From an optimization exercise on the open Yosys and OpenROAD flow, aimed at small area and a short achievable clock period; shortcuts taken in it are not production practice.
In this exercise RTL edits were held to simulation tests only and were not proved equivalent to the original.
Power and IR drop assume default switching activity.

Setup of P:
==> flow/design.v <==
package pipe_pkg;
  localparam int DEF_DATA_W = 32;
  localparam int DEF_ADDR_W = 5;
  localparam int DEF_PEND_W = 2;
  typedef logic [DEF_ADDR_W-1:0] reg_sel_t;
  typedef logic [DEF_DATA_W-1:0] word_t;
endpackage
import pipe_pkg::*;
module wb_sb_step (
  input  logic [31:0] idec,
  input  logic [31:0] wdec,
  output logic [31:0] inc,
  output logic [31:0] dec
);
  assign inc = idec & ~wdec;
  assign dec = wdec & ~idec;
endmodule
module wb_scoreboard (
  input  logic        clk,
  input  logic        reset,
  input  logic [31:0] wdec,
  input  logic [31:0] idec,
  input  logic [31:0] adec,
  input  logic [31:0] bdec,
  output logic        hazard_a,
  output logic        hazard_b,
  output logic        pend_ovf
);
  logic [31:0] w_hz;
  logic [31:0] w_ovf_hit;
  logic        r_ovf;
  assign w_hz[0]      = 1'b0;
  assign w_ovf_hit[0] = 1'b0;
  logic [31:0] w_inc, w_dec;
  wb_sb_step u_step (.idec(idec), .wdec(wdec), .inc(w_inc), .dec(w_dec));
  for (genvar g = 1; g < 32; g++) begin : g_reg
    logic r_g1, r_g0;
    always_ff @(posedge clk) begin
      if (reset) begin
        r_g1 <= 1'b0;
        r_g0 <= 1'b0;
      end else begin
        r_g1 <= (r_g1 & !(w_dec[g] & r_g0)) | (w_inc[g] & r_g0);
        r_g0 <= w_dec[g] ? r_g1 : (w_inc[g] ? !r_g1 : r_g0);
      end
    end
    assign w_hz[g]      = r_g1 | (r_g0 & !wdec[g]);
    assign w_ovf_hit[g] = w_inc[g] & r_g1 & !r_g0;
  end
  always_ff @(posedge clk) begin
    if (reset)           r_ovf <= 1'b0;
    else if (|w_ovf_hit) r_ovf <= 1'b1;
  end
  assign pend_ovf = r_ovf;
  wb_rd_bit u_hza (.byp(1'b0), .byp_n(1'b1), .wdn(1'b1), .d(w_hz[31:1]), .s(adec[31:1]),
                   .y(hazard_a));
  wb_rd_bit u_hzb (.byp(1'b0), .byp_n(1'b1), .wdn(1'b1), .d(w_hz[31:1]), .s(bdec[31:1]),
                   .y(hazard_b));
endmodule
import pipe_pkg::*;
module wb_g_inv (input logic a, output logic y);
  assign y = !a;
endmodule
module wb_g_nand2 (input logic a, b, output logic y);
  assign y = !(a & b);
endmodule
module wb_g_nor2 (input logic a, b, output logic y);
  assign y = !(a | b);
endmodule
module wb_g_nand3 (input logic a, b, c, output logic y);
  assign y = !(a & b & c);
endmodule
module wb_g_xnor2 (input logic a, b, output logic y);
  assign y = !(a ^ b);
endmodule
module wb_g_a32oi (input logic a1, a2, a3, b1, b2, output logic y);
  assign y = !((a1 & a2 & a3) | (b1 & b2));
endmodule
module wb_or8 (
  input  logic [7:0] d,
  input  logic [7:0] s,
  output logic       y
);
  assign y = |(d & s);
endmodule
module wb_or7 (
  input  logic [6:0] d,
  input  logic [6:0] s,
  output logic       y
);
  assign y = |(d & s);
endmodule
module wb_rd_bit (
  input  logic        byp,
  input  logic        byp_n,
  input  logic        wdn,
  input  logic [31:1] d,
  input  logic [31:1] s,
  output logic        y
);
  logic [3:0] w_q;    
  logic [1:0] w_r;    
  wb_or7 u_q0 (.d(d[7:1]), .s(s[7:1]), .y(w_q[0]));
  for (genvar j = 1; j < 4; j++) begin : g_q
    wb_or8 u (.d(d[8*j +: 8]), .s(s[8*j +: 8]), .y(w_q[j]));
  end
  wb_g_nor2  u_r0 (.a(w_q[0]), .b(w_q[1]), .y(w_r[0]));
  wb_g_nor2  u_r1 (.a(w_q[2]), .b(w_q[3]), .y(w_r[1]));
  wb_g_a32oi u_y  (.a1(byp_n), .a2(w_r[0]), .a3(w_r[1]), .b1(byp), .b2(wdn), .y(y));
endmodule
module wb_dec (
  input  logic        en,
  input  logic [4:0]  sel,
  output logic [31:0] y
);
  logic [4:0] w_n;
  logic [3:0] w_lo_n;
  logic [7:0] w_hi_n;
  for (genvar j = 0; j < 5; j++) begin : g_inv
    wb_g_inv u (.a(sel[j]), .y(w_n[j]));
  end
  for (genvar k = 0; k < 4; k++) begin : g_lo
    wb_g_nand3 u (.a(en), .b(k[0] ? sel[0] : w_n[0]), .c(k[1] ? sel[1] : w_n[1]), .y(w_lo_n[k]));
  end
  for (genvar m = 0; m < 8; m++) begin : g_hi
    wb_g_nand3 u (.a(m[0] ? sel[2] : w_n[2]), .b(m[1] ? sel[3] : w_n[3]),
                  .c(m[2] ? sel[4] : w_n[4]), .y(w_hi_n[m]));
  end
  for (genvar i = 0; i < 32; i++) begin : g_y
    wb_g_nor2 u (.a(w_lo_n[i % 4]), .b(w_hi_n[i / 4]), .y(y[i]));
  end
endmodule
module wb_rdec (
  input  logic [4:0]  sel,
  output logic [31:0] y
);
  logic [4:0] w_n;
  logic [3:0] w_lo_n;
  logic [7:0] w_hi_n;
  for (genvar j = 0; j < 5; j++) begin : g_inv
    wb_g_inv u (.a(sel[j]), .y(w_n[j]));
  end
  for (genvar k = 0; k < 4; k++) begin : g_lo
    wb_g_nand2 u (.a(k[0] ? sel[0] : w_n[0]), .b(k[1] ? sel[1] : w_n[1]), .y(w_lo_n[k]));
  end
  for (genvar m = 0; m < 8; m++) begin : g_hi
    wb_g_nand3 u (.a(m[0] ? sel[2] : w_n[2]), .b(m[1] ? sel[3] : w_n[3]),
                  .c(m[2] ? sel[4] : w_n[4]), .y(w_hi_n[m]));
  end
  for (genvar i = 0; i < 32; i++) begin : g_y
    wb_g_nor2 u (.a(w_lo_n[i % 4]), .b(w_hi_n[i / 4]), .y(y[i]));
  end
endmodule
module wb_g_nand4 (input logic a, b, c, d, output logic y);
  assign y = !(a & b & c & d);
endmodule
module wb_byp_eq (
  input  logic       en,
  input  logic       nz,
  input  logic [4:0] sel_w,
  input  logic [4:0] sel_r,
  output logic       y,
  output logic       y_n
);
  logic [4:0] w_eq;
  logic [1:0] w_p;
  for (genvar j = 0; j < 5; j++) begin : g_eq
    wb_g_xnor2 u (.a(sel_w[j]), .b(sel_r[j]), .y(w_eq[j]));
  end
  wb_g_nand3 u_p0 (.a(w_eq[0]), .b(w_eq[1]), .c(w_eq[2]), .y(w_p[0]));
  wb_g_nand4 u_p1 (.a(w_eq[3]), .b(w_eq[4]), .c(en), .d(nz), .y(w_p[1]));
  wb_g_nor2  u_y  (.a(w_p[0]), .b(w_p[1]), .y(y));
  wb_g_inv   u_yn (.a(y), .y(y_n));
endmodule
module wb_g_nor3 (input logic a, b, c, output logic y);
  assign y = !(a | b | c);
endmodule
module wb_nz (
  input  logic [4:0] sel,
  output logic       nz
);
  logic w_z0, w_z1;
  wb_g_nor3  u_z0 (.a(sel[0]), .b(sel[1]), .c(sel[2]), .y(w_z0));
  wb_g_nor2  u_z1 (.a(sel[3]), .b(sel[4]), .y(w_z1));
  wb_g_nand2 u_nz (.a(w_z0), .b(w_z1), .y(nz));
endmodule
module wb_regfile
#(
  parameter int DATA_W = DEF_DATA_W,
  parameter int ADDR_W = DEF_ADDR_W,
  parameter int PEND_W = DEF_PEND_W
) (
  input  logic              clk,
  input  logic              reset,
  input  logic              wb_en,
  input  logic [ADDR_W-1:0] wb_sel,
  input  logic [DATA_W-1:0] wb_data,
  input  logic              iss_en,
  input  logic [ADDR_W-1:0] iss_sel,
  input  logic [ADDR_W-1:0] rd_sel_a,
  input  logic [ADDR_W-1:0] rd_sel_b,
  output logic [DATA_W-1:0] rd_data_a,
  output logic [DATA_W-1:0] rd_data_b,
  output logic              hazard_a,
  output logic              hazard_b,
  output logic              pend_ovf
);
  localparam int NREG = 32;
  logic [NREG-1:0]   w_wdec, w_idec;         
  logic [NREG-1:0]   w_asel, w_bsel;         
  logic              w_wnz, w_abyp, w_abyp_n, w_bbyp, w_bbyp_n;
  logic [DATA_W-1:0] w_wdata, w_wdn;
  logic [DATA_W-1:0][NREG-1:1] w_cols;       
  wb_dec  u_wdec (.en(wb_en),  .sel(wb_sel),   .y(w_wdec));
  wb_dec  u_idec (.en(iss_en), .sel(iss_sel),  .y(w_idec));
  wb_rdec u_adec (.sel(rd_sel_a), .y(w_asel));
  wb_rdec u_bdec (.sel(rd_sel_b), .y(w_bsel));
  assign w_wdata = reset ? '0 : wb_data;
  for (genvar g = 1; g < NREG; g++) begin : g_reg
    logic [DATA_W-1:0] r_q;
    always_ff @(posedge clk) begin
      if (reset || w_wdec[g]) r_q <= w_wdata;
    end
    for (genvar b = 0; b < DATA_W; b++) begin : g_bit
      assign w_cols[b][g] = r_q[b];
    end
  end
  wb_nz     u_wnz  (.sel(wb_sel), .nz(w_wnz));
  wb_byp_eq u_abyp (.en(wb_en), .nz(w_wnz), .sel_w(wb_sel), .sel_r(rd_sel_a), .y(w_abyp),
                    .y_n(w_abyp_n));
  wb_byp_eq u_bbyp (.en(wb_en), .nz(w_wnz), .sel_w(wb_sel), .sel_r(rd_sel_b), .y(w_bbyp),
                    .y_n(w_bbyp_n));
  for (genvar b = 0; b < DATA_W; b++) begin : g_col
    wb_g_inv  u_wdn (.a(wb_data[b]), .y(w_wdn[b]));
    wb_rd_bit u_a (.byp(w_abyp), .byp_n(w_abyp_n), .wdn(w_wdn[b]), .d(w_cols[b]),
                   .s(w_asel[NREG-1:1]), .y(rd_data_a[b]));
    wb_rd_bit u_b (.byp(w_bbyp), .byp_n(w_bbyp_n), .wdn(w_wdn[b]), .d(w_cols[b]),
                   .s(w_bsel[NREG-1:1]), .y(rd_data_b[b]));
  end
  wb_scoreboard u_sb (
    .clk      (clk),
    .reset    (reset),
    .wdec     (w_wdec),
    .idec     (w_idec),
    .adec     (w_asel),
    .bdec     (w_bsel),
    .hazard_a (hazard_a),
    .hazard_b (hazard_b),
    .pend_ovf (pend_ovf)
  );
endmodule
export LEC_CHECK = 0
export CAP_MARGIN = 20
export CORE_MARGIN = 2
export CORE_UTILIZATION = 45
export SETUP_SLACK_MARGIN = 1.35
export SLEW_MARGIN = 20
export SYNTH_HIERARCHICAL = 1
export SYNTH_MINIMUM_KEEP_SIZE = 0
create_clock -name core_clock -period 5.5 [get_ports {clk}]
standard.sh (not shown) runs the stock make flow with config.mk's settings and CLKGATE_MAP_FILE= SYNTH_SCRIPT=/design/flow/synth_recipe.tcl, a recipe that flattens the netlist after the stock synthesis.
==> flow/flow/run.sh <==
#!/bin/bash
# Standard layout, with port buffers from the plain buffer family, the resizer allowed to
# change a cell's footprint (so those buffers can be sized like any other), and a clock tree
# of clkbuf_16 in sink clusters of up to 30 within 70 um, without dummy loads.
set -o pipefail
CTS="-sink_clustering_enable -repair_clock_nets -sink_clustering_size 30 -sink_clustering_max_diameter 70 -buf_list sky130_fd_sc_hd__clkbuf_16 -dont_use_dummy_load"
bash standard.sh MATCH_CELL_FOOTPRINT=0 "BUFFER_PORTS_ARGS=-buffer_cell sky130_fd_sc_hd__buf_2" "CTS_ARGS=$CTS" finish > flow.log 2>&1
P was carried through to the last stage, and its layout satisfied the timing, design-rule and antenna checks.
### P -> Q
Settings: changing CORE_UTILIZATION from 45 to 40.
==> flow/flow/run.sh <==
#!/bin/bash
# Standard layout, with port buffers from the plain buffer family, the resizer allowed to
# change a cell's footprint (so those buffers can be sized like any other), and a clock tree
# of clkbuf_8 in sink clusters of up to 18 within 50 um, without dummy loads; no gate cloning in timing repair.
set -o pipefail
CTS="-sink_clustering_enable -repair_clock_nets -sink_clustering_size 18 -sink_clustering_max_diameter 50 -buf_list sky130_fd_sc_hd__clkbuf_8 -dont_use_dummy_load"
bash standard.sh MATCH_CELL_FOOTPRINT=0 "BUFFER_PORTS_ARGS=-buffer_cell sky130_fd_sc_hd__buf_2" "CTS_ARGS=$CTS" SKIP_GATE_CLONING=1 finish > flow.log 2>&1
Notes after the runs:
Q has number of buffers inserted during clock tree synthesis above what P had.
Max final core utilization across Q and P: P
Against P, the final cell area of Q is lower.
In the reports for Q and P, the smaller signed area change from the synthesized netlist to the final layout belongs to Q.
Q: internal power summed over all cells is 1.7% lower than what P reported.
The pin slew with the least headroom to its limit reported for Q is greater than that of P by 0.0054 ns.
In the tables for Q and P, total power reads lower with Q.
What R does differently from Q at the input level:
Settings: a change of SETUP_SLACK_MARGIN from 1.35 to 1.2.
==> flow/flow/run.sh <==
#!/bin/bash
# Standard layout, with port buffers from the plain buffer family, the resizer allowed to
# change a cell's footprint (so those buffers can be sized like any other), and a clock tree
# of clkbuf_4 in sink clusters of up to 10 within 35 um, without dummy loads.
set -o pipefail
CTS="-sink_clustering_enable -repair_clock_nets -sink_clustering_size 10 -sink_clustering_max_diameter 35 -buf_list sky130_fd_sc_hd__clkbuf_4 -dont_use_dummy_load"
bash standard.sh MATCH_CELL_FOOTPRINT=0 "BUFFER_PORTS_ARGS=-buffer_cell sky130_fd_sc_hd__buf_2" "CTS_ARGS=$CTS" finish > flow.log 2>&1
Results
R vs Q — count of cells resized by post-cts repair dropped by more than 10%. On count of filler cells inserted in the layout, R and Q are neck and neck. The flow did not stop early for R: all stages ran, and the layout cleared the timing, design-rule and antenna checks. R against Q: worst slew margin relative to its limit went up 0.73 points; core utilization held.

[what the ideal ports hide]
How much do the figures lean on ideal ports? The routed layouts below were timed once more, with nothing changed but the port constraints. Step 1 assumes that a clkbuf_16 drives the clock port and a buf_2 every other input. Step 2, shift: input delay + t, output delay - t, t = (earliest + latest rising clock arrival at the registers) / 2. This alone moves slack from input paths to output paths. a / b / c = no drivers / after step 1 / after step 2; a / b = the first two.
| run | t (ns) | setup WS [ns] | clock arrival spread, ns | worst register clock-pin slew, ns | cell pins on the clock port's net |
|---|---|---|---|---|---|
| P | 0.740 | 1.234 / 1.167 / 1.167 | 0.093 / 0.093 | 0.12 / 0.12 | 1 |
| Q | 0.843 | 1.273 / 1.115 / 1.115 | 0.113 / 0.113 | 0.10 / 0.10 | 1 |
| R | 1.138 | 1.151 / 1.099 / 1.099 | 0.157 / 0.156 | 0.12 / 0.12 | 1 |
After both steps setup and hold are still met in every run listed. The setup slack of Q, which loses most, moves by -0.158 ns with the drivers and by -0.158 ns with both steps.
